This design comes from an exercise in tuning for a short achievable clock period and few clock cycles on the open sky130 flow, not from production work.
In this exercise RTL edits were held to simulation tests only and were not proved equivalent to the original.
Power and IR drop assume default switching activity.

oak:
// cpu_core
module cpu_core (
    input  logic               clk,
    input  logic               rst,
    output logic [31:0]        imem_addr,
    input  logic [31:0]        imem_rdata,
    output logic               dmem_we,
    output logic [31:0]        dmem_addr,
    output logic [31:0]        dmem_wdata,
    input  logic [31:0]        dmem_rdata
);
For scale: about 8100 cells after synthesis, ~160 I/O pins, about 97000 um^2 of cells after synthesis.
Settings: LEC_CHECK=0, ABC_CLOCK_PERIOD_IN_PS=3000, CAP_MARGIN=20, CORE_MARGIN=2, CORE_UTILIZATION=40, PLACE_DENSITY=0.6, SETUP_SLACK_MARGIN=4.0, SLEW_MARGIN=20, TNS_END_PERCENT=30; clock period 7.5 ns.
run.sh (not shown) runs the stock make flow with config.mk's settings and CLKGATE_MAP_FILE= SYNTH_SCRIPT=/design/flow/synth_recipe.tcl, a recipe that flattens the netlist after the stock synthesis.
oak finished every stage and its layout cleared the timing, design-rule and antenna checks.
Testbench counts of oak, summed over its fixed seeds: cycles 177,597.
Relative to oak, the following input files were edited for pine:
diff --git a/flow/design.v b/flow/design.v
--- a/flow/design.v
+++ b/flow/design.v
@@ -138,23 +138,22 @@
     logic        e_wr, e_ld, e_st, e_br, e_bne, e_pred;
     logic [4:0]  e_dst;
     logic [cpu_pkg::R_N-1:0] e_sel;
     logic        e_sub, e_sgn;
     logic [31:0] e_a, e_b, e_s;         
     logic [4:0]  e_sh;                  
     logic        e_shv;                 
     logic        e_fa, e_fb, e_fs;      
     logic [31:2] e_alt;                 
     logic        e_back;                
     logic        m_wr, m_ld, m_st;
-    logic        sq;                    
     logic [4:0]  m_dst;
     logic [31:0] m_res, m_sd;
     logic [31:0] wb_data;
     logic        wb_we;
     logic [31:0] ir;
     logic [5:0]  op, fn;
     logic [4:0]  rs, rt, rd;
     logic [15:0] imm;
     assign ir  = imem_rdata;
     assign op  = ir[31:26];
     assign fn  = ir[5:0];
@@ -244,23 +243,23 @@
     logic [1:0]       bht [2**BHT_W];
     logic [1:0]       bht_q;
     logic [BHT_W-1:0] e_bidx;
     logic [1:0]       e_ctr;
     logic             e_taken;
     assign bht_q  = bht[pc[BHT_W+1:2]];
     assign d_pred = imm[15] ^ bht_q[1];
     logic             u_v, u_up;
     logic [BHT_W-1:0] u_idx;
     logic [1:0]       u_ctr;
     always_ff @(posedge clk) begin
-        u_v   <= e_br && !sq && !rst;
+        u_v   <= e_br && !rst;
         u_up  <= e_taken ^ e_back;
         u_idx <= e_bidx;
         u_ctr <= e_ctr;
         if (rst) begin
             for (int i = 0; i < 2**BHT_W; i++) bht[i] <= 2'b01;
         end else if (u_v) begin
             if (u_up) begin
                 bht[u_idx] <= (u_ctr == 2'b11) ? 2'b11 : u_ctr + 2'd1;
             end else begin
                 bht[u_idx] <= (u_ctr == 2'b00) ? 2'b00 : u_ctr - 2'd1;
             end
@@ -271,69 +270,68 @@
             pc <= '0;
         end else if (mispredict) begin
             pc <= e_alt;
         end else if (!stall) begin
             if (d_j) pc <= jtarget;
             else if ((d_beq || d_bne) && d_pred) pc <= btarget;
             else pc <= pc4;
         end
     end
     assign imem_addr = {pc, 2'b00};
     logic kill;
-    assign kill = rst || stall;
+    assign kill = rst || mispredict || stall;
     always_ff @(posedge clk) begin
         e_wr  <= d_wr && !kill;
         e_ld  <= d_lw && !kill;
         e_st  <= d_sw && !kill;
         e_br  <= (d_beq || d_bne) && !kill;
         e_bne <= d_bne;
         e_pred <= d_pred;
         e_bidx <= pc[BHT_W+1:2];
         e_ctr  <= bht_q;
         e_back <= imm[15];
         e_dst <= d_dst;
         e_sel <= d_sel;
         e_sub <= d_sub;
         e_sgn <= d_sgn;
         e_sh  <= ir[10:6];
         e_shv <= d_shv;
         e_a   <= d_lui ? 32'd0 : rf_a;
         e_b   <= d_rt_ok || d_beq || d_bne ? rf_b
                : d_lui  ? {imm, 16'h0000}
                : d_zext ? {16'h0000, imm}
                :          {{16{imm[15]}}, imm};
         e_s   <= rf_b;
-        e_fa  <= e_wr && !sq && (e_dst != 5'd0) && (e_dst == rs) && !d_lui;
-        e_fb  <= e_wr && !sq && (e_dst != 5'd0) && (e_dst == rt) && (d_rt_ok || d_beq || d_bne);
-        e_fs  <= e_wr && !sq && (e_dst != 5'd0) && (e_dst == rt);
+        e_fa  <= e_wr && (e_dst != 5'd0) && (e_dst == rs) && !d_lui;
+        e_fb  <= e_wr && (e_dst != 5'd0) && (e_dst == rt) && (d_rt_ok || d_beq || d_bne);
+        e_fs  <= e_wr && (e_dst != 5'd0) && (e_dst == rt);
         e_alt <= d_pred ? pc4 : btarget;
     end
     logic [31:0] xa, xb, xs, y;
     assign xa = e_fa ? wb_data : e_a;
     assign xb = e_fb ? wb_data : e_b;
     assign xs = e_fs ? wb_data : e_s;
     alu alu_i (
         .sel (e_sel),
         .sub (e_sub),
         .sgn (e_sgn),
         .a   (xa),
         .b   (xb),
         .sh  (e_shv ? xa[4:0] : e_sh),
         .y   (y)
     );
     assign e_taken    = (xa == xb) ^ e_bne;
-    assign mispredict = e_br && !sq && (e_taken != e_pred);
+    assign mispredict = e_br && (e_taken != e_pred);
     always_ff @(posedge clk) begin
-        m_wr  <= e_wr && !rst && !sq;
-        m_ld  <= e_ld && !rst && !sq;
-        m_st  <= e_st && !rst && !sq;
-        sq    <= mispredict && !rst;
+        m_wr  <= e_wr && !rst;
+        m_ld  <= e_ld && !rst;
+        m_st  <= e_st && !rst;
         m_dst <= e_dst;
         m_res <= y;
         m_sd  <= xs;
     end
     assign dmem_we    = m_st;
     assign dmem_addr  = m_res;
     assign dmem_wdata = m_sd;
     assign wb_we   = m_wr;
     assign wb_data = m_ld ? dmem_rdata : m_res;
 endmodule
Results
Looking at total internal power across pine and oak, the one that comes out higher is oak.
pine reports a lower global routing usage on met3 than oak does.
Diff oak -> pine: gate count of the mapped netlist fell 39, final area rose 1.1%, synthesized area about even, layout-stage area growth over the synthesis result rose 1.3 points, final weighted congestion of routability-driven global placement fell 0.0080.
oak has a higher sequential share of layout area than pine.
Testbench counts of pine, summed over its fixed seeds: cycles 177,597.

## static timing again, ports no longer ideal
How much do the figures lean on ideal ports? The routed layouts below were timed once more, with nothing changed but the port constraints. Step 1 sets driving cells, clkbuf_16 on the clock port and buf_2 on the other inputs (assumed; they add their load-dependent delay and slew). Step 2 moves the port delays by t, midway between the first and last clock arrival at a register: inputs arrive t later, outputs are due t later. That takes back most of the time a late clock gives input paths. Slacks: ideal / step 1 / step 2; pairs: ideal / step 1.
run | shift t [ns] | setup WS [ns] | slew at the worst register clock pin (ns)
oak | 0.940 | 3.497 / 3.510 / 2.629 | 0.07 / 0.07
pine | 0.914 | 3.418 / 3.418 / 2.567 | 0.07 / 0.07
After both steps setup and hold are still met in every run listed. The setup slack of oak, which loses most, moves by +0.013 ns with the drivers and by -0.868 ns with both steps.
